Source: an optimization exercise on an open RTL-to-GDS flow (aim: small area). Production flows keep margins and buffers that such runs may drop.
The RTL was checked by simulation tests, not by an equivalence proof against the original design.
Power is estimated from default activity; no workload was simulated.

$ cat flow/constraint.sdc
create_clock -name core_clock -period 7.0 [get_ports {clk}]
set_input_delay 1.4000 -clock core_clock [delete_from_list [all_inputs] [get_ports {clk}]]
set_output_delay 1.4000 -clock core_clock [all_outputs]
set_load 0.01 [all_outputs]
$ cat flow/run.sh
#!/bin/bash
# synth_recipe.tcl (not shown) runs the flow's synth.tcl, then flattens the netlist and writes it again
# the make line also repeats each setting of config.mk as NAME=value (left out here)
make -C /OpenROAD-flow-scripts/flow DESIGN_CONFIG=/design/flow/config.mk WORK_HOME=/design/flow/orfs CLKGATE_MAP_FILE= SYNTH_SCRIPT=/design/flow/synth_recipe.tcl finish
$ cat flow/config.mk
export PLATFORM = sky130hd
export DESIGN_NAME = writeback_regfile
export DESIGN_NICKNAME = writeback_regfile
export VERILOG_FILES = /design/flow/design.v
export SDC_FILE = /design/flow/constraint.sdc
export NUM_CORES = 4
export LEC_CHECK = 0
export CAP_MARGIN = 20
export CORE_MARGIN = 2
export CORE_UTILIZATION = 40
export SLEW_MARGIN = 20
export SYNTH_HIERARCHICAL = 1
$ cat flow/design.v
package riscv_pkg;
    localparam int XLEN  = 32;
    localparam int NREGS = 32;
    localparam int REGW  = $clog2(NREGS);
    typedef enum logic [1:0] {
        RES_ALU  = 2'b00,
        RES_MEM  = 2'b01,
        RES_PC4  = 2'b10,
        RES_RSVD = 2'b11
    } resultsrc_t;
    localparam logic [REGW-1:0] REG_ZERO = 5'd0;
endpackage
module wb_result_mux #(
    parameter int XLEN = riscv_pkg::XLEN
) (
    input  logic [1:0]      resultsrc,
    input  logic [XLEN-1:0] aluresult,
    input  logic [XLEN-1:0] readdata,
    input  logic [XLEN-1:0] pcplus4,
    output logic [XLEN-1:0] result
);
    logic [XLEN-1:0] result_s;
    always_comb begin
        result_s = {XLEN{1'b0}};
        case (resultsrc)
            riscv_pkg::RES_ALU:  result_s = aluresult;
            riscv_pkg::RES_MEM:  result_s = readdata;
            riscv_pkg::RES_PC4:  result_s = pcplus4;
            riscv_pkg::RES_RSVD: result_s = {XLEN{1'b0}};
            default:  result_s = {XLEN{1'b0}};
        endcase
    end
    assign result = result_s;
endmodule
module rf_oai22 (
    input  logic a1, a2, b1, b2,
    output logic y
);
    assign y = ~((a1 | a2) & (b1 | b2));
endmodule
module rf_oai21 (
    input  logic a1, a2, b1,
    output logic y
);
    assign y = ~((a1 | a2) & b1);
endmodule
module rf_nor16 (
    input  logic [15:0] p,
    output logic        y
);
    assign y = ~(p[0]  | p[1]  | p[2]  | p[3])  & ~(p[4]  | p[5]  | p[6]  | p[7]) &
               ~(p[8]  | p[9]  | p[10] | p[11]) & ~(p[12] | p[13] | p[14] | p[15]);
endmodule
module rf_rdbit (
    input  logic [31:1] sel_n,
    input  logic        nz,
    input  logic [31:1] d,
    output logic        y
);
    logic [15:0] p;    
    genvar j;
    generate
        for (j = 0; j < 15; j++) begin : g_pair
            rf_oai22 u_oai (.a1(sel_n[2*j+1]), .a2(d[2*j+1]), .b1(sel_n[2*j+2]), .b2(d[2*j+2]), .y(p[j]));
        end
    endgenerate
    rf_oai21 u_last (.a1(sel_n[31]), .a2(d[31]), .b1(nz), .y(p[15]));
    rf_nor16 u_nor  (.p(p), .y(y));
endmodule
module writeback_regfile #(
    parameter int  XLEN  = riscv_pkg::XLEN,
    parameter int  NREGS = riscv_pkg::NREGS,
    parameter int  CNTW  = 16,
    localparam int REGW  = $clog2(NREGS)
) (
    input  logic            clk,
    input  logic            reset,
    input  logic            regwriteW,
    input  logic [1:0]      resultsrcW,
    input  logic [XLEN-1:0] aluresultW,
    input  logic [XLEN-1:0] readdataW,
    input  logic [REGW-1:0] rdW,
    input  logic [XLEN-1:0] pcplus4W,
    input  logic [REGW-1:0] rs1D,
    input  logic [REGW-1:0] rs2D,
    output logic [XLEN-1:0] rd1D,
    output logic [XLEN-1:0] rd2D,
    output logic [XLEN-1:0] resultW,
    output logic [CNTW-1:0] wrcount
);
    logic [NREGS-1:1][XLEN-1:0] regs_r;
    logic [XLEN-1:0][NREGS-1:1] cols_s;    
    logic [CNTW-1:0]            wrcount_r;
    logic [XLEN-1:0]            result_s;
    logic [XLEN-1:0]            wdata_s;
    logic                       commit_s;
    logic [NREGS-1:1]           we_s;
    logic [NREGS-1:1]           sel1_n;
    logic [NREGS-1:1]           sel2_n;
    logic                       nz1_s;
    logic                       nz2_s;
    wb_result_mux #(
        .XLEN (XLEN)
    ) u_result_mux (
        .resultsrc (resultsrcW),
        .aluresult (aluresultW),
        .readdata  (readdataW),
        .pcplus4   (pcplus4W),
        .result    (result_s)
    );
    assign commit_s = regwriteW && (rdW != riscv_pkg::REG_ZERO) && !reset;
    assign wdata_s = result_s & {XLEN{~reset}};
    assign nz1_s = (rs1D != riscv_pkg::REG_ZERO);
    assign nz2_s = (rs2D != riscv_pkg::REG_ZERO);
    genvar k, b;
    generate
        for (k = 1; k < NREGS; k++) begin : g_reg
            assign we_s[k]   = reset | (regwriteW && (rdW == REGW'(k)));
            assign sel1_n[k] = (rs1D != REGW'(k));
            assign sel2_n[k] = (rs2D != REGW'(k));
            always_ff @(posedge clk) begin
                if (we_s[k]) regs_r[k] <= wdata_s;
            end
            for (b = 0; b < XLEN; b++) begin : g_col
                assign cols_s[b][k] = regs_r[k][b];
            end
        end
        for (b = 0; b < XLEN; b++) begin : g_rd
            rf_rdbit u_rd1 (.sel_n(sel1_n), .nz(nz1_s), .d(cols_s[b]), .y(rd1D[b]));
            rf_rdbit u_rd2 (.sel_n(sel2_n), .nz(nz2_s), .d(cols_s[b]), .y(rd2D[b]));
        end
    endgenerate
    always_ff @(posedge clk) begin
        if (reset)         wrcount_r <= {CNTW{1'b0}};
        else if (commit_s) wrcount_r <= wrcount_r + {{(CNTW-1){1'b0}}, 1'b1};
    end
    assign resultW = result_s;
    assign wrcount = wrcount_r;
endmodule
==> reports/qor.yml, run 1 <==
outcome:
  status: "finished clean"
synthesis:
  yosysMostFrequentCell: "edfxtp_1"
  synth_fa_ha_area_share_pct: 0.0306
  synthMuxAreaShare_pct: 0.808
  syn_inst: 2689
  synth_compound_area_share_pct: 17.4
  synth_top_family_by_area: "compound AO/OA/AOI/OAI gates"
  synth_top_cell_area_share_pct: 72.9
  yosysWarnings: 8
  syn_area_sq_mm: 0.0409
  syn-num-nets: 2806
  async_flop_share_pct: 0
  yosys-top-cells-count: "edfxtp_1 (992), o22ai_1 (960), nor4_1 (256), nand2_1 (74), o21ai_1 (67)"
  synth_enable_flop_cells: 992
  synth-seq-area-share_pct: 73.6
  synth.distinct_cells: 45
  synth.area.top_cells: "edfxtp_1 (73%), o22ai_1 (15%), nor4_1 (3.9%), and4_1 (1.4%), o21ai_1 (0.82%)"
  synthXorXnorAreaFrac_pct: 0.0857
  ys_ff_latch: 1008
  synthSimpleGateAreaFrac_pct: 7.52
  synth_top_area_cell: "edfxtp_1"
  synth.avg_cell_area_sq_um: 15.2
  ys.flop_type: "edfxtp_1"
drt:
  totalWireLength_um: 174000
  routedWlPerCell_um: 37.7
  drt-vias-per-instance: 7.21
  antenna_left: 0
  firstDrtPassIters: 7
  drt_iter0_drc: 6280
  drc: 0
  dr_total_vias: 33257
clock_network:
  h-tree-depth: 3
  cts-root-buf: "clkbuf_16"
  cts_made_buffers: 102
  cts_buffer_depth: 3
  post_cts_buffers: 0
  clk_latency_ns: 0.67
  cts_tree: "built"
  clkTransAtPathRegs_ns: 0.06
  hold_buffers: 0
  clock_sinks: 1008
  cts_resized: 0
timing:
  fin_skew_ns: 0.00570
  maxSlewHeadroom_pct: 18.9
  finalSetupViolCount: 0
  setup_tns_ns: 0
  finalCritPeriodShare_pct: 94.0
  fin_crit_ns: 6.58
  report.final.slew_viol_count: 0
  rsz0062_at_grt: "false"
  tightest_slew_ns: 1.21
  hold_violations: 0
  fmax_mhz: 152
  setup_slack_ns: 0.418
setup_path:
  r2r_start: "wrcount_r[2]$_SDFFE_PP0P_"
  path_class: "in2out"
  crit_chain: "clkdlybuf4s50_1 -> and3_1 -> nand2_1 -> buf_4 -> o21ai_1 -> nor4_1 -> and4_1 -> clkdlybuf4s50_1"
  endpoint: "rd1D[1]"
  crit_path_max_incr_delay_ns: 0.73
  rrSetupSlack_ns: 5.27
  reg2regPathDepth: 4
  worst_path_max_delay_cell: "nand2_1"
  startpoint: "rs1D[4]"
  path_max_fanout: 11
  cp-end-kind: "output pin"
  cp.required_ns: 5.60
  cpMostUsedCell: "clkdlybuf4s50_1"
  cp.arrival_ns: 5.18
  r2r_end: "wrcount_r[9]$_SDFFE_PP0P_"
  worstSetupStartpointType: "input port"
final_layout:
  area_delta_synth_final_pct: 22.4
  drive_gt1_share_pct: 12.2
  stdcell_count: 4610
  finalNetCount: 3281
  fill_cells: 8508
  final_core_utilization_pct: 49.3
global_route:
  antenna_found_initial: 7
  overflow: 0
  grt_max_degree: 46
  grt_pass1_vias: 31956
  grt_pass1_wl_um: 238000
  track_usage_pct: 32.5
placed_design:
  globalplace.congestion: 0.980
  dpl.cell_count: 4428
  io_buffers: 227
  hpwl_um: 106000
  post-place-ws_ns: 0.737
die:
  ios: 228
  initial_core_util_pct: 40.2
  die_w_um: 324
  num_rows: 117
  core_area_sq_mm: 0.102
  die_h_um: 324
  die_area_sq_mm: 0.105
power:
  ir_drop_v: 0.000185
  p_per_area_mw_per_mm2: 284
  leakage_nw: 15.9
run:
  max_cap_violations: 0
min_path:
  worstHoldPathType: "reg2reg"
==> placed cells by master, fill, tap and decap left out, types with 27 or more instances in the layout <==
cell             Yosys  layout
clkbuf_1            18      27
buf_12               0      37
edfxtp_1           992     992
o22ai_1            960     960
nor4_1             256     256
o21ai_1             67      67
clkbuf_16            0     104
nor2b_4              1      32
nand2_1             74      73
mux2i_1             33      33
and4_1              66      66
buf_4                1     139
clkdlybuf4s50_1      0     225
==> sequential cells by signal (all words and copies together) (netlist names) <==
name / count
regs_r: 992
wrcount_r: 16
==> where the power goes <==
part	total [mW]	internal [mW]	switching [mW]
registers	7.53	7.25	0.273
logic	1.35	0.481	0.872
clock network	5.34	3.02	2.32
==> kinds of logic after synthesis <==
family                   after synthesis
buffers and inverters                 36
AO/OA/AOI/OAI                       1113
adder cells (fa/ha/maj)                1
AND/OR/NAND/NOR                      494
flip-flops                          1008
multiplexers                          33
XOR/XNOR                               4
==> metal layers <==
metal | up-vias | GRT usage (%) | part of all wire [%]
li1 | 13019 | - | -
met1 | 16216 | 41.4 | 35
met2 | 3272 | 47.9 | 43
met3 | 734 | 11.4 | 16
met4 | 16 | 18.9 | 6.9
met5 | - | 0 | 0.068
==> modules after synthesis, one instance, submodules excluded, excerpt <==
module	flip-flops and latches	times used	area [sq um]
rf_nor16	0	64	33.8
rf_oai21	0	64	5.00
rf_oai22	0	960	6.26
writeback_regfile	1008	1	31600
==> worst max-delay path, delay by kind of cell <==
family,cells,cell delay (ns)
buffers and inverters,3,1.47
AOI/OAI and AO/OA,1,0.07
and+or+nand+nor,4,2.21
==> layout make-up <==
| type | count | area [sq um] | area share, % |
|---|---|---|---|
| Antenna cell | 1 | 2.50 | 0.00500 |
| Clock buffer | 131 | 2700 | 5.40 |
| Clock inverter | 50 | 507 | 1.01 |
| Inverter | 4 | 15.0 | 0.0300 |
| Multi-Input combinational cell | 1645 | 10900 | 21.9 |
| Sequential cell | 1008 | 30100 | 60.2 |
| Tap cell | 1368 | 1710 | 3.42 |
| Timing Repair Buffer | 403 | 4050 | 8.10 |
==> how the worst min path moves through the flow <==
stage,start,endpoint,cells after the start
2_1_floorplan,wrcount_r[15]$_SDFFE_PP0P_,wrcount_r[15]$_SDFFE_PP0P_,1
3_3_place_gp,wrcount_r[15]$_SDFFE_PP0P_,wrcount_r[15]$_SDFFE_PP0P_,1
3_5_place_dp,wrcount_r[15]$_SDFFE_PP0P_,wrcount_r[15]$_SDFFE_PP0P_,1
4_1_cts,wrcount_r[15]$_SDFFE_PP0P_,wrcount_r[15]$_SDFFE_PP0P_,1
5_1_grt,wrcount_r[15]$_SDFFE_PP0P_,wrcount_r[15]$_SDFFE_PP0P_,1
6_report,wrcount_r[15]$_SDFFE_PP0P_,wrcount_r[15]$_SDFFE_PP0P_,1
==> stage by stage <==
step	hold slack, ns	power [mW]	area [sq um]
floorplan	0.485	8.10	40900
global placement	0.454	8.90	46700
detailed placement	0.471	8.95	46700
CTS	0.486	14.2	49900
global route	0.521	14.6	50000
finish	0.486	14.2	50000
==> run 2: changes to the inputs <==
--- a/flow/design.v
+++ b/flow/design.v
@@ -11,4 +11,20 @@
     localparam logic [REGW-1:0] REG_ZERO = 5'd0;
 endpackage
+module wb_result_bit (
+    input  logic sel_alu,
+    input  logic sel_mem,
+    input  logic sel_pc4,
+    input  logic aluresult,
+    input  logic readdata,
+    input  logic pcplus4,
+    input  logic clear,
+    output logic result,
+    output logic wdata
+);
+    logic result_n;
+    assign result_n = ~((sel_alu & aluresult) | (sel_mem & readdata) | (sel_pc4 & pcplus4));
+    assign result   = ~result_n;
+    assign wdata    = ~(result_n | clear);
+endmodule
 module wb_result_mux #(
     parameter int XLEN = riscv_pkg::XLEN
@@ -18,18 +34,28 @@
     input  logic [XLEN-1:0] readdata,
     input  logic [XLEN-1:0] pcplus4,
-    output logic [XLEN-1:0] result
+    input  logic            clear,
+    output logic [XLEN-1:0] result,
+    output logic [XLEN-1:0] wdata
 );
-    logic [XLEN-1:0] result_s;
-    always_comb begin
-        result_s = {XLEN{1'b0}};
-        case (resultsrc)
-            riscv_pkg::RES_ALU:  result_s = aluresult;
-            riscv_pkg::RES_MEM:  result_s = readdata;
-            riscv_pkg::RES_PC4:  result_s = pcplus4;
-            riscv_pkg::RES_RSVD: result_s = {XLEN{1'b0}};
-            default:  result_s = {XLEN{1'b0}};
-        endcase
-    end
-    assign result = result_s;
+    logic sel_alu, sel_mem, sel_pc4;
+    assign sel_alu = (resultsrc == riscv_pkg::RES_ALU);
+    assign sel_mem = (resultsrc == riscv_pkg::RES_MEM);
+    assign sel_pc4 = (resultsrc == riscv_pkg::RES_PC4);
+    genvar b;
+    generate
+        for (b = 0; b < XLEN; b++) begin : g_bit
+            wb_result_bit u_bit (
+                .sel_alu   (sel_alu),
+                .sel_mem   (sel_mem),
+                .sel_pc4   (sel_pc4),
+                .aluresult (aluresult[b]),
+                .readdata  (readdata[b]),
+                .pcplus4   (pcplus4[b]),
+                .clear     (clear),
+                .result    (result[b]),
+                .wdata     (wdata[b])
+            );
+        end
+    endgenerate
 endmodule
 module rf_oai22 (
@@ -38,4 +64,13 @@
 );
     assign y = ~((a1 | a2) & (b1 | b2));
+endmodule
+module rf_hold (
+    input  logic load,
+    input  logic load_n,
+    input  logic d,
+    input  logic q,
+    output logic y
+);
+    assign y = (load & d) | (load_n & q);
 endmodule
 module rf_oai21 (
@@ -96,4 +131,6 @@
     logic                       commit_s;
     logic [NREGS-1:1]           we_s;
+    logic [NREGS-1:1]           we_n;
+    logic [NREGS-1:1][XLEN-1:0] next_s;
     logic [NREGS-1:1]           sel1_n;
     logic [NREGS-1:1]           sel2_n;
@@ -107,8 +144,9 @@
         .readdata  (readdataW),
         .pcplus4   (pcplus4W),
-        .result    (result_s)
+        .clear     (reset),
+        .result    (result_s),
+        .wdata     (wdata_s)
     );
     assign commit_s = regwriteW && (rdW != riscv_pkg::REG_ZERO) && !reset;
-    assign wdata_s = result_s & {XLEN{~reset}};
     assign nz1_s = (rs1D != riscv_pkg::REG_ZERO);
     assign nz2_s = (rs2D != riscv_pkg::REG_ZERO);
@@ -119,8 +157,11 @@
             assign sel1_n[k] = (rs1D != REGW'(k));
             assign sel2_n[k] = (rs2D != REGW'(k));
+            assign we_n[k]   = ~we_s[k];
             always_ff @(posedge clk) begin
-                if (we_s[k]) regs_r[k] <= wdata_s;
+                regs_r[k] <= next_s[k];
             end
             for (b = 0; b < XLEN; b++) begin : g_col
+                rf_hold u_hold (.load(we_s[k]), .load_n(we_n[k]), .d(wdata_s[b]), .q(regs_r[k][b]),
+                                .y(next_s[k][b]));
                 assign cols_s[b][k] = regs_r[k][b];
             end
==> flow/flow/run.sh (new file) <==
#!/bin/bash
# Standard layout, with clock-tree synthesis told not to add dummy loads.
cp standard.sh standard_copy.txt
export CTS_ARGS="-sink_clustering_enable -repair_clock_nets -dont_use_dummy_load"
bash standard.sh > standard.log 2>&1
==> flow/standard.sh (new file) <==
#!/bin/bash
# synth_recipe.tcl (not shown) runs the flow's synth.tcl, then flattens the netlist and writes it again
# the make line also repeats each setting of config.mk as NAME=value (left out here)
make -C /OpenROAD-flow-scripts/flow DESIGN_CONFIG=/design/flow/config.mk WORK_HOME=/design/flow/orfs CLKGATE_MAP_FILE= SYNTH_SCRIPT=/design/flow/synth_recipe.tcl "${@:-finish}"
--- a/flow/config.mk
+++ b/flow/config.mk
@@ -9,4 +9,5 @@
 export CORE_MARGIN = 2
 export CORE_UTILIZATION = 40
+export CTS_BUF_LIST = sky130_fd_sc_hd__clkbuf_4 sky130_fd_sc_hd__clkbuf_8
 export SLEW_MARGIN = 20
 export SYNTH_HIERARCHICAL = 1
removed: flow/run.sh
==> run 2 against run 1 <==
Synthesized cell count grew 37%. Still clean. First-iteration DRC count grew 1.1%. Via count grew 25%. Clock power shrank about 10%.
==> reports/qor.yml, run 2 <==
outcome:
  status: "finished clean"
synthesis:
  syn_inst: 3695  # +37%
  yosysMostFrequentCell: "dfxtp_1"
  synth.avg_cell_area_sq_um: 10.6  # -30%
  yosysWarnings: 7  # -1
  synth_top_cell_area_share_pct: 51.5  # -21 points
  synth_top_area_cell: "dfxtp_1"
  ys_ff_latch: 1008  # unchanged
  yosys-top-cells-count: "dfxtp_1 (1008), a22o_1 (992), o22ai_1 (960), nor4_1 (257), nand2_1 (73)"
  syn_area_sq_mm: 0.0392  # -4.1%
  async_flop_share_pct: 0  # unchanged
  syn-num-nets: 3812  # +36%
  synth.area.top_cells: "dfxtp_1 (51%), a22o_1 (22%), o22ai_1 (15%), nor4_1 (4.1%), and4_1 (1.5%)"
  synth.distinct_cells: 38  # -16%
  synth-seq-area-share_pct: 51.5  # -22 points
  ys.flop_type: "dfxtp_1"
  synth_enable_flop_cells: 0  # -100%
timing:
  finalSetupViolCount: 0  # unchanged
  setup_tns_ns: 0  # unchanged
  setup_slack_ns: 0.473  # +0.0545 ns
  fin_crit_ns: 6.53  # -0.0545 ns
  finalCritPeriodShare_pct: 93.2  # -0.78 points
  report.final.slew_viol_count: 0  # unchanged
  maxSlewHeadroom_pct: 19.9  # +1.0 points
  rsz0062_at_grt: "false"
  fmax_mhz: 153  # +0.84%
  fin_skew_ns: 0.0405  # +0.0348 ns
  tightest_slew_ns: 1.19  # -0.0150 ns
  hold_violations: 0  # unchanged
clock_network:
  post_cts_buffers: 0  # unchanged
  clk_latency_ns: 0.67  # about the same
  clkTransAtPathRegs_ns: 0.05  # about the same
  cts_buffer_depth: 3  # unchanged
  clock_sinks: 1008  # unchanged
  cts_made_buffers: 105  # +2.9%
  cts_tree: "built"
  cts_resized: 0  # unchanged
  h-tree-depth: 3  # unchanged
  cts-root-buf: "clkbuf_16"
  hold_buffers: 0  # unchanged
setup_path:
  path_max_fanout: 12  # +1
  cp-end-kind: "output pin"
  worst_path_max_delay_cell: "nor4_1"
  worst_path_dominant_cell_family: "simple AND/OR/NAND/NOR gates"
  crit_path_max_incr_delay_ns: 0.82  # +0.09 ns
  cp_num_buf_inv: 4  # +1
  cp.required_ns: 5.60  # about the same
  path_class: "in2out"
  r2r_start: "wrcount_r[2]$_SDFFE_PP0P_"
  crit_chain: "clkdlybuf4s50_1 -> and3b_1 -> nand2_1 -> buf_4 -> o22ai_1 -> nor4_1 -> buf_4 -> and4_1 -> clkdlybuf4s50_1"
  r2r_end: "wrcount_r[15]$_SDFFE_PP0P_"
  worstSetupStartpointType: "input port"
  rrSetupSlack_ns: 5.31  # +0.04 ns
  cp.arrival_ns: 5.13  # -0.05 ns
  reg2regPathDepth: 4  # unchanged
run:
  max_cap_violations: 0  # unchanged
placed_design:
  globalplace.congestion: 0.988  # +0.86%
  io_buffers: 227  # unchanged
  post-place-ws_ns: 0.819  # +0.0813 ns
  hpwl_um: 118000  # +12%
min_path:
  holdPathEnd: "regs_r[739]$_DFF_P_"
  worstHoldPathType: "reg2reg"
  hold_depth: 1  # unchanged
  hold_start: "regs_r[739]$_DFF_P_"
power:
  intPower_mw: 9.69  # -9.9%
  p_per_area_mw_per_mm2: 279  # -1.7%
  ir_drop_v: 0.000222  # +20%
  share_seq_of_total_power_pct: 49.1  # -3.8 points
  fin_total_pwr_mw: 13.5  # -5.3%
  power_frac_comb_pct: 15.2  # +5.7 points
  switching_share_pct: 28.1  # +3.7 points
  p_sw_mw: 3.78  # +9.0%
  leakage_nw: 18.6  # +17%
  pwr-share-clk_pct: 35.7  # -1.9 points
final_layout:
  final_cell_mix: "dfxtp_1 (1008), a22o_1 (992), o22ai_1 (960), nor4_1 (257), clkdlybuf4s50_1 (226)"
  area_delta_synth_final_pct: 23.0
  final_common_cell: "dfxtp_1"
  largest_reg_flops: 992  # unchanged
  drive_gt1_share_pct: 9.43  # -2.8 points
  fill_cells: 8826  # +3.7%
  largest_register: "regs_r"
  top_regs: "regs_r: 992 flops, wrcount_r: 16 flops"
  finalNetCount: 4351  # +33%
drt:
  drc: 0  # unchanged
  drt-vias-per-instance: 7.52  # +4.3%
  firstDrtPassIters: 8  # +1
  totalWireLength_um: 196000  # +13%
  antenna_left: 0  # unchanged
  drt_iter0_drc: 6349  # +1.1%
  dr_total_vias: 41465  # +25%
  routedWlPerCell_um: 35.6  # -5.5%
global_route:
  grt_pass1_wl_um: 276000  # +16%
  grt_pass1_vias: 39004  # +22%
  overflow: 0  # unchanged
  track_usage_pct: 37.6  # +5.1 points
  antenna_found_initial: 6  # -1
  grt_max_degree: 52  # +13%
die:
  num_rows: 114  # -2.6%
  initial_core_util_pct: 40.4  # +0.19 points
  ios: 228  # unchanged
  die_h_um: 317  # -2.0%
  die_w_um: 317  # -2.0%
  core_area_sq_mm: 0.0970  # -4.5%
  die_area_sq_mm: 0.101  # -4.0%
-- run 2: changes by cell type after synthesis, sizes merged, moves of 12 or more --
| cell | previous run | this run |
|---|---|---|
| inv | 4 | 64 |
| a22o | 0 | 992 |
| a21oi | 10 | 31 |
| o21bai | 12 | 0 |
| dfxtp | 16 | 1008 |
| nor2b | 39 | 11 |
| nor2 | 13 | 49 |
| o2bb2ai | 32 | 0 |
| mux2i | 33 | 1 |
| edfxtp | 992 | 0 |
| a222oi | 0 | 32 |
-- run 2: worst max path at each step --
stage,to,depth (start not counted),from,slack (ns)
floorplan,regs_r[384]$_DFF_P_,6,rdW[4],2.34
global placement,rd1D[27],9,rs1D[2],0.82
detailed placement,rd1D[27],9,rs1D[2],0.82
CTS,rd1D[27],9,rs1D[2],0.79
global route,rd1D[27],9,rs1D[2],0.49
finish,rd1D[27],9,rs1D[2],0.47
-- run 2: logic make-up after synthesis --
kind of cell / count (synthesis) / synth area share [%]
muxes: 2 / 0.0542
adders and majority gates: 1 / 0.0319
and+or+nand+nor: 495 / 7.60
buffers and inverters: 81 / 0.817
DFF: 1008 / 51.5
xor gates and xnor gates: 6 / 0.134
AOI/OAI and AO/OA: 2102 / 39.9
-- run 2: Yosys stat by module (local to each module, per instance), excerpt --
module             flip-flops and latches  times used  cells inside  cell area, sq um
writeback_regfile                    1008           1          1260             21500
rf_hold                                 0         992             1              8.76
rf_nor16                                0          64             5              33.8
rf_oai22                                0         960             1              6.26
rf_oai21                                0          64             1              5.00
wb_result_bit                           0          32             3              17.5
-- run 2: metal layers --
metal | track usage (%) | routed length [um]
met1 | 47.9 | 74400
met5 | 0.142 | 80
met3 | 14.1 | 28300
met2 | 53.4 | 78500
met4 | 23.3 | 14900
-- run 2: area by class of cell --
cell class	count	area [sq um]	share of cell area, %
inverters	64	240	0.498
repair buffers	449	4390	9.11
clock buffers	105	2630	5.45
diodes	3	7.51	0.0156
multi-input cells	2606	19200	39.8
well taps	1276	1600	3.31
flip-flops and latches	1008	20200	41.8
-- run 2: through the flow --
step           instances  instance area (sq um)  hold WS (ns)  utilization [%]
6_report            5511                  48200         0.494             49.7
5_1_grt             5508                  48200         0.507             49.7
4_1_cts             5508                  48200         0.496             49.7
3_5_place_dp        5403                  45600         0.478             47.0
3_3_place_gp        5403                  45600         0.476             47.0
2_1_floorplan       3695                  39200         0.463                -
-- run 2: power groups by stage --
stage / combinational (mW) / clock [mW] / sequential (mW)
final: 2.05 / 4.80 / 6.62
after global routing: 2.10 / 5.02 / 6.68
after CTS: 1.97 / 4.81 / 6.61
after detailed placement: 1.97 / 0 / 6.72
after global placement: 1.95 / 0 / 6.72
after floorplan: 1.01 / 0 / 6.62
==> run 3: changes to the inputs <==
==> flow/flow/run.sh (replaced) <==
#!/bin/bash
export BUFFER_PORTS_ARGS="-buffer_cell sky130_fd_sc_hd__buf_1"
export CTS_ARGS="-sink_clustering_enable -repair_clock_nets -dont_use_dummy_load -buf_list {sky130_fd_sc_hd__clkbuf_4 sky130_fd_sc_hd__clkbuf_8} -root_buf sky130_fd_sc_hd__clkbuf_8"
bash standard.sh > standard.log 2>&1
--- a/flow/config.mk
+++ b/flow/config.mk
@@ -6,8 +6,8 @@
 export NUM_CORES = 4
 export LEC_CHECK = 0
-export CAP_MARGIN = 20
+export CAP_MARGIN = 0
 export CORE_MARGIN = 2
 export CORE_UTILIZATION = 40
-export CTS_BUF_LIST = sky130_fd_sc_hd__clkbuf_4 sky130_fd_sc_hd__clkbuf_8
-export SLEW_MARGIN = 20
+export GPL_TIMING_DRIVEN = 0
+export SLEW_MARGIN = 0
 export SYNTH_HIERARCHICAL = 1
==> run 3 against run 2 <==
Die area stayed put. Global-route usage is 1.4 points higher. Flip-flop and latch count stayed put. Register-to-register slack better by 0.03 ns. Critical path type unchanged. Synthesized cell count stayed put. First-iteration DRC count is 12% higher. Combinational power is 2% lower. Wire length is 3.2% higher. Now fails the layout checks on capacitance limit, slew limit. Largest cell class unchanged.
==> reports/qor.yml, run 3 <==
outcome:
  status: "failed layout checks"
  failed_checks: "capacitance limit, slew limit"
die:
  num_rows: 114  # unchanged
  die_w_um: 317  # unchanged
  initial_core_util_pct: 40.4  # unchanged
  ios: 228  # unchanged
  die_h_um: 317  # unchanged
  core_area_sq_mm: 0.0970  # unchanged
  die_area_sq_mm: 0.101  # unchanged
clock_network:
  cts_resized: 0  # unchanged
  hold_buffers: 0  # unchanged
  cts-root-buf: "clkbuf_8"
  clk_latency_ns: 0.84  # +0.17 ns
  cts_buffer_depth: 3  # unchanged
  post_cts_buffers: 0  # unchanged
  clock_sinks: 1008  # unchanged
  h-tree-depth: 4  # +1
  cts_made_buffers: 165  # +57%
  cts_tree: "built"
  clkTransAtPathRegs_ns: 0.04  # about the same
final_layout:
  largest_register: "regs_r"
  final_common_cell: "dfxtp_1"
  final_cell_mix: "dfxtp_1 (1008), a22o_1 (992), o22ai_1 (960), nor4_1 (257), buf_1 (224)"
  area_delta_synth_final_pct: 22.2
  multi_input_area_sq_mm: 0.0194  # +1.2%
  fill_cells: 8844  # +0.20%
  finalNetCount: 4354  # +0.069%
  final_area_sq_mm: 0.0479  # -0.63%
  top_regs: "regs_r: 992 flops, wrcount_r: 16 flops"
  drive_gt1_share_pct: 11.4  # +2.0 points
  largest_reg_flops: 992  # unchanged
  stdcell_count: 5520  # +0.16%
  seqCellArea_sq_mm: 0.0202  # unchanged
timing:
  hold_violations: 0  # unchanged
  maxSlewHeadroom_pct: -7.55  # -27 points
  report.final.slew_viol_count: 7  # +7
  tightest_slew_ns: 1.60  # +0.408 ns
  finalCritPeriodShare_pct: 90.4  # -2.9 points
  fin_crit_ns: 6.33  # -0.202 ns
  setup_tns_ns: 0  # unchanged
  finalSetupViolCount: 0  # unchanged
  hold-worst-slack_ns: 0.490  # -0.00432 ns
  rsz0062_at_grt: "false"
  fin_skew_ns: 0.0241  # -0.0164 ns
  fmax_mhz: 158  # +3.2%
power:
  power_frac_comb_pct: 15.5  # +0.3 points
  share_seq_of_total_power_pct: 51.3  # +2.2 points
  p_per_area_mw_per_mm2: 269  # -3.7%
  leakage_nw: 18.3  # -1.5%
  ir_drop_v: 0.000167  # -25%
  fin_total_pwr_mw: 12.9  # -4.4%
  intPower_mw: 9.07  # -6.5%
  p_sw_mw: 3.82  # +1.1%
  switching_share_pct: 29.7  # +1.6 points
  pwr-share-clk_pct: 33.2  # -2.5 points
drt:
  routedWlPerCell_um: 36.7  # +3.0%
  drt_iter0_drc: 7129  # +12%
  antenna_left: 0  # unchanged
  totalWireLength_um: 202000  # +3.2%
  dr_total_vias: 42194  # +1.8%
  drc: 0  # unchanged
  firstDrtPassIters: 8  # unchanged
  drt-vias-per-instance: 7.64  # +1.6%
setup_path:
  path_class: "in2out"
  cp.required_ns: 5.60  # about the same
  reg2regPathDepth: 4  # unchanged
  cp.arrival_ns: 4.93  # -0.20 ns
  path_max_fanout: 18  # +6
  worstSetupStartpointType: "input port"
  cp-end-kind: "output pin"
global_route:
  overflow: 0  # unchanged
  grt_pass1_wl_um: 284000  # +2.7%
  antenna_found_initial: 12  # +6
  grt_pass1_vias: 39553  # +1.4%
  grt_max_degree: 33  # -37%
  track_usage_pct: 38.9  # +1.4 points
synthesis:
  synth_top_cell_area_share_pct: 51.5  # unchanged
  synth.area.top_cells: "dfxtp_1 (51%), a22o_1 (22%), o22ai_1 (15%), nor4_1 (4.1%), and4_1 (1.5%)"
  ys_ff_latch: 1008  # unchanged
  synth.distinct_cells: 38  # unchanged
  synth_enable_flop_cells: 0  # unchanged
  ys.flop_type: "dfxtp_1"
  syn_area_sq_mm: 0.0392  # unchanged
  synth_top_area_cell: "dfxtp_1"
  yosysMostFrequentCell: "dfxtp_1"
  syn_inst: 3695  # unchanged
  syn-num-nets: 3812  # unchanged
  async_flop_share_pct: 0  # unchanged
  yosys-top-cells-count: "dfxtp_1 (1008), a22o_1 (992), o22ai_1 (960), nor4_1 (257), nand2_1 (73)"
  synth.avg_cell_area_sq_um: 10.6  # unchanged
  yosysWarnings: 7  # unchanged
  synth-seq-area-share_pct: 51.5  # unchanged
min_path:
  worstHoldPathType: "reg2reg"
  hold_depth: 1  # unchanged
placed_design:
  place_area_sq_mm: 0.0456  # about the same
  hpwl_um: 133000  # +12%
  globalplace.congestion: 0.871  # -12%
  dpl.cell_count: 5345  # -1.1%
  io_buffers: 225  # -0.88%
run:
  max_cap_violations: 1  # +1
[run 3: cell counts after synthesis]
Identical to the previous run, type by type.
[run 3: per-stage QoR]
stage / worst slack [ns] / utilization [%]
floorplan: 2.34 / -
global placement: -3.60 / 42.9
detailed placement: 1.19 / 47.0
CTS: 1.28 / 49.4
global route: 0.806 / 49.4
finish: 0.674 / 49.4
[run 3: logic make-up (layout without fill, tap and decap cells)]
group           Yosys count  in the layout  share of synthesized area [%]
mux                       2              2                         0.0542
simple gates            495            495                           7.60
other cells               0              9                              0
fa+ha+maj                 1              1                         0.0319
buf+inv                  81            621                          0.817
xor+xnor                  6              6                          0.134
flops                  1008           1008                           51.5
compound gates         2102           2102                           39.9
[run 3: Yosys stat by module (local to each module, per instance), a selection]
module             times used  cells  flops+latches
rf_oai21                   64      1              0
rf_nor16                   64      5              0
wb_result_bit              32      3              0
rf_hold                   992      1              0
writeback_regfile           1   1260           1008
rf_oai22                  960      1              0
[run 3: routing by layer]
metal,GRT usage (%),routed length (um)
met4,24.8,15300
met2,54.0,79900
met1,50.9,76100
met3,14.1,31000
met5,0,79
[run 3: power by group through the flow]
| stage | Combinational, mW | Clock (mW) | Sequential (mW) |
|---|---|---|---|
| final | 2.00 | 4.28 | 6.61 |
| after global routing | 2.04 | 4.52 | 6.67 |
| after CTS | 1.92 | 4.28 | 6.60 |
| after detailed placement | 1.91 | 0 | 6.70 |
| after global placement | 1.72 | 0 | 6.69 |
| after floorplan | 1.01 | 0 | 6.62 |
[run 3: worst paths after layout]
path                                                 from                    endpoint  slack [ns]
worst min-delay path                  regs_r[287]$_DFF_P_         regs_r[287]$_DFF_P_        0.49
worst min register to register        regs_r[287]$_DFF_P_         regs_r[287]$_DFF_P_        0.49
worst max register to register  wrcount_r[2]$_SDFFE_PP0P_  wrcount_r[15]$_SDFFE_PP0P_        5.34
worst max-delay path                              rs2D[3]                     rd2D[4]        0.67
[run 3: layout make-up]
type	count	share of cell area (%)
Antenna cell	9	0.0470
Multi-Input combinational cell	2606	40.5
Buffer	17	0.167
Tap cell	1276	3.33
Inverter	64	0.501
Clock buffer	165	4.74
Sequential cell	1008	42.1
Timing Repair Buffer	375	8.61
[run 3: worst max-delay path, stage by stage]
cell and delay, ns:
buf_1 0.26, nor2b_1 0.08, clkbuf_1 0.30, nand2_2 0.58, buf_12 0.27, o22ai_1 0.10
nor4_1 1.31, and4_1 0.40, buf_1 0.18
==> run 4: changes to the inputs <==
==> flow/flow/run.sh (replaced) <==
#!/bin/bash
# The standard ORFS layout (standard.sh) with two changes passed through ORFS's own
# variables:
#  - port buffers use buf_1, the smallest buffer (BUFFER_PORTS_ARGS);
#  - clock-tree synthesis uses clkbuf_8, clusters up to 18 sinks within 80 um and adds no
#    dummy loads (CTS_ARGS).
# Every tool's full log is under orfs/logs/; make's own output goes to standard.log.
export BUFFER_PORTS_ARGS="-buffer_cell sky130_fd_sc_hd__buf_1"
export CTS_ARGS="-sink_clustering_enable -repair_clock_nets -dont_use_dummy_load -buf_list {sky130_fd_sc_hd__clkbuf_8} -root_buf sky130_fd_sc_hd__clkbuf_8 -sink_clustering_size 18 -sink_clustering_max_diameter 80"
bash standard.sh > standard.log 2>&1
--- a/flow/config.mk
+++ b/flow/config.mk
@@ -6,8 +6,7 @@
 export NUM_CORES = 4
 export LEC_CHECK = 0
-export CAP_MARGIN = 0
+export CAP_MARGIN = 20
 export CORE_MARGIN = 2
-export CORE_UTILIZATION = 40
-export GPL_TIMING_DRIVEN = 0
-export SLEW_MARGIN = 0
+export CORE_UTILIZATION = 65
+export SLEW_MARGIN = 20
 export SYNTH_HIERARCHICAL = 1
==> run 4 against run 3 <==
Now clean on timing, DRC and antenna. Non-clock buffer count grew 54. Core utilization grew 24 points. Clock skew shrank 0.015 ns. Synthesized cell count is the same. Total power shrank 13%.
==> reports/qor.yml, run 4 <==
outcome:
  status: "finished clean"
global_route:
  grt.met2_usage_pct: 76.7  # +23 points
  grt_pass1_wl_um: 270000  # -4.9%
  globalRouteMet3Util_pct: 32.1  # +18 points
  top_usage_layer: "met2"
  grt_pass1_vias: 41331  # +4.5%
  grt_max_degree: 50  # +52%
  track_usage_pct: 57.7  # +19 points
  use_met1_pct: 68.1  # +17 points
  overflow: 0  # unchanged
  antenna_found_initial: 29  # +17
run:
  max_cap_violations: 0  # -1
timing:
  setup_tns_ns: 0  # unchanged
  rsz0062_at_grt: "false"
  fin_crit_ns: 6.43  # +0.102 ns
  finalSetupViolCount: 0  # unchanged
  fin_skew_ns: 0.00922  # -0.0149 ns
  finalCritPeriodShare_pct: 91.8  # +1.5 points
  report.final.slew_viol_count: 0  # -7
  fmax_mhz: 156  # -1.6%
  setup_slack_ns: 0.572  # -0.102 ns
  maxSlewHeadroom_pct: 6.88  # +14 points
  hold_violations: 0  # unchanged
  tightest_slew_ns: 1.38  # -0.214 ns
clock_network:
  cts-root-buf: "clkbuf_8"
  cts_resized: 0  # unchanged
  clkTransAtPathRegs_ns: 0.12  # +0.08 ns
  cts_made_buffers: 61  # -63%
  cts_tree: "built"
  cts_buffer_depth: 3  # unchanged
  clock_sinks: 1008  # unchanged
  post_cts_buffers: 0  # unchanged
  hold_buffers: 0  # unchanged
  h-tree-depth: 2  # -2
  clk_latency_ns: 0.74  # -0.10 ns
placed_design:
  globalplace.congestion: 1.09  # +25%
  hpwl_um: 114000  # -14%
  io_buffers: 227  # +0.89%
  post-place-ws_ns: 1.03  # -0.160 ns
  place_area_sq_mm: 0.0431  # -5.4%
synthesis:
  synth.distinct_cells: 38  # unchanged
  synthMuxAreaShare_pct: 0.0542  # unchanged
  syn_inst: 3695  # unchanged
  yosys-top-cells-count: "dfxtp_1 (1008), a22o_1 (992), o22ai_1 (960), nor4_1 (257), nand2_1 (73)"
  synth-seq-area-share_pct: 51.5  # unchanged
  synth_top_cell_area_share_pct: 51.5  # unchanged
  synth.avg_cell_area_sq_um: 10.6  # unchanged
  synth_enable_flop_cells: 0  # unchanged
  syn-num-nets: 3812  # unchanged
  ys.flop_type: "dfxtp_1"
  synthXorXnorAreaFrac_pct: 0.134  # unchanged
  synth_top_family_by_area: "compound AO/OA/AOI/OAI gates"
  synthSimpleGateAreaFrac_pct: 7.60  # unchanged
  ys_ff_latch: 1008  # unchanged
  yosysWarnings: 7  # unchanged
  async_flop_share_pct: 0  # unchanged
  synth_top_area_cell: "dfxtp_1"
  yosysMostFrequentCell: "dfxtp_1"
  synth.area.top_cells: "dfxtp_1 (51%), a22o_1 (22%), o22ai_1 (15%), nor4_1 (4.1%), and4_1 (1.5%)"
  synth_compound_area_share_pct: 39.9  # unchanged
  syn_area_sq_mm: 0.0392  # unchanged
  synth_fa_ha_area_share_pct: 0.0319  # unchanged
drt:
  routedWlPerCell_um: 38.1  # +3.8%
  drt_iter0_drc: 9101  # +28%
  dr_total_vias: 43853  # +3.9%
  drt-vias-per-instance: 8.80  # +15%
  drc: 0  # unchanged
  antenna_left: 0  # unchanged
  firstDrtPassIters: 14  # +6
  totalWireLength_um: 190000  # -6.3%
final_layout:
  top_regs: "regs_r: 992 flops, wrcount_r: 16 flops"
  drive_gt1_share_pct: 8.91  # -2.5 points
  largest_register: "regs_r"
  final_core_utilization_pct: 73.5  # +24 points
  area_delta_synth_final_pct: 12.5
  final_cell_mix: "dfxtp_1 (1008), a22o_1 (992), o22ai_1 (960), nor4_1 (242), buf_1 (226)"
  largest_reg_flops: 992  # unchanged
  final_area_sq_mm: 0.0441  # -7.9%
  final_common_cell: "dfxtp_1"
  finalNetCount: 4304  # -1.1%
setup_path:
  reg2regPathDepth: 5  # +1
  cp-end-kind: "output pin"
  path_max_fanout: 22  # +4
  r2r_start: "wrcount_r[0]$_SDFFE_PP0P_"
  r2r_end: "wrcount_r[14]$_SDFFE_PP0P_"
  path_class: "in2out"
  worstSetupStartpointType: "input port"
  cp.required_ns: 5.60  # about the same
  startpoint: "rs1D[2]"
  rrSetupSlack_ns: 5.36  # +0.02 ns
  cp.arrival_ns: 5.03  # +0.10 ns
power:
  p_sw_mw: 3.53  # -7.7%
  ir_drop_v: 0.000198  # +19%
  p_per_area_mw_per_mm2: 255  # -5.3%
  pwr-share-clk_pct: 23.2  # -10 points
  leakage_nw: 17.0  # -7.5%
  fin_total_pwr_mw: 11.2  # -13%
  share_seq_of_total_power_pct: 59.1  # +7.8 points
  intPower_mw: 7.70  # -15%
  power_frac_comb_pct: 17.8  # +2.3 points
  switching_share_pct: 31.4  # +1.8 points
die:
  num_rows: 90  # -21%
  die_area_sq_mm: 0.0623  # -38%
  die_h_um: 250  # -21%
  initial_core_util_pct: 65.3  # +25 points
  core_area_sq_mm: 0.0600  # -38%
  ios: 228  # unchanged
  die_w_um: 250  # -21%
min_path:
  hold_start: "regs_r[461]$_DFF_P_"
  holdPathEnd: "regs_r[461]$_DFF_P_"
  hold_depth: 1  # unchanged
  worstHoldPathType: "reg2reg"
## run 4: critical path: stages
cell and delay, ns:
buf_1 0.38, nor3b_1 0.11, buf_4 0.17, nand2_1 0.88, buf_4 0.36, o22ai_1 0.10, nor4_1 1.04, and4_1 0.37
buf_1 0.18
## run 4: cells by family (layout without fill, tap and decap cells)
logic type      Yosys count  count (layout)
mux                       2               2
xor+xnor                  6               6
compound gates         2102            2102
buf+inv                  81             571
other cells               0              16
flops                  1008            1008
simple gates            495             495
fa+ha+maj                 1               1
## run 4: cell type report
class / instances / area [sq um]
well taps: 782 / 978
fillers: 4336 / 15900
inverters: 64 / 240
clock buffers: 61 / 840
repair buffers: 446 / 2520
diodes: 16 / 40.0
flip-flops and latches: 1008 / 20200
multi-input cells: 2606 / 19300
## run 4: modules after synthesis (local to each module, per instance), a selection
module	copies in the design	flops+latches	cells
rf_hold	992	0	1
rf_oai21	64	0	1
wb_result_bit	32	0	3
rf_oai22	960	0	1
rf_nor16	64	0	5
writeback_regfile	1	1008	1260
## run 4: through the flow
stage	hold WS, ns	cells
after global routing	0.524	4969
after detailed placement	0.476	4903
after global placement	0.475	4902
after CTS	0.509	4964
after floorplan	0.463	3695
final	0.512	4983
## run 4: power by group through the flow
stage                     registers [mW]  clock network (mW)  logic (mW)
after global placement              6.70                   0        1.76
after floorplan                     6.62                   0        1.01
final                               6.63                2.60        1.99
after global routing                6.68                2.72        1.98
after detailed placement            6.73                   0        1.81
after CTS                           6.61                2.53        1.82
## run 4: per-layer routing
metal / wire, um / up-vias
met5: 342 / -
met4: 20600 / 36
met3: 37900 / 1598
met2: 70400 / 4975
met1: 60500 / 20247
li1: - / 16997
## run 4: worst max-delay path by stage
stage,to,slack [ns]
after detailed placement,rd1D[22],1.03
after global routing,rd1D[22],0.84
after CTS,rd1D[22],1.03
after global placement,rd1D[22],1.12
final,rd1D[22],0.57
after floorplan,regs_r[384]$_DFF_P_,2.34

afterwards: timing with drivers on the ports:
The results above use ideal ports. As a check the final layouts listed here were re-extracted and re-timed, cells and wires unchanged.
Step 1 sets driving cells, clkbuf_16 on the clock port and buf_2 on the other inputs (assumed; they add their load-dependent delay and slew).
Step 2 also shifts input and output timing later by t, the mid clock arrival at the registers, as if the neighbouring blocks saw the same clock.
Slacks: ideal ports / drivers / drivers and shift; pairs: ideal ports / drivers.
| run | t, ns | setup slack, ns | worst setup path after step 2 | clock arrival spread, ns |
|---|---|---|---|---|
| run 1 | 0.751 | 0.418 / 0.393 / 0.393 | input to output | 0.036 / 0.036 |
| run 2 | 0.732 | 0.473 / 0.436 / 0.436 | input to output | 0.084 / 0.084 |
| run 3 | 0.917 | 0.674 / 0.638 / 0.638 | input to output | 0.090 / 0.089 |
| run 4 | 0.833 | 0.572 / 0.545 / 0.545 | input to output | 0.059 / 0.059 |
The setup slack of run 2, which loses most, moves by -0.037 ns with the drivers and by -0.037 ns with both steps.
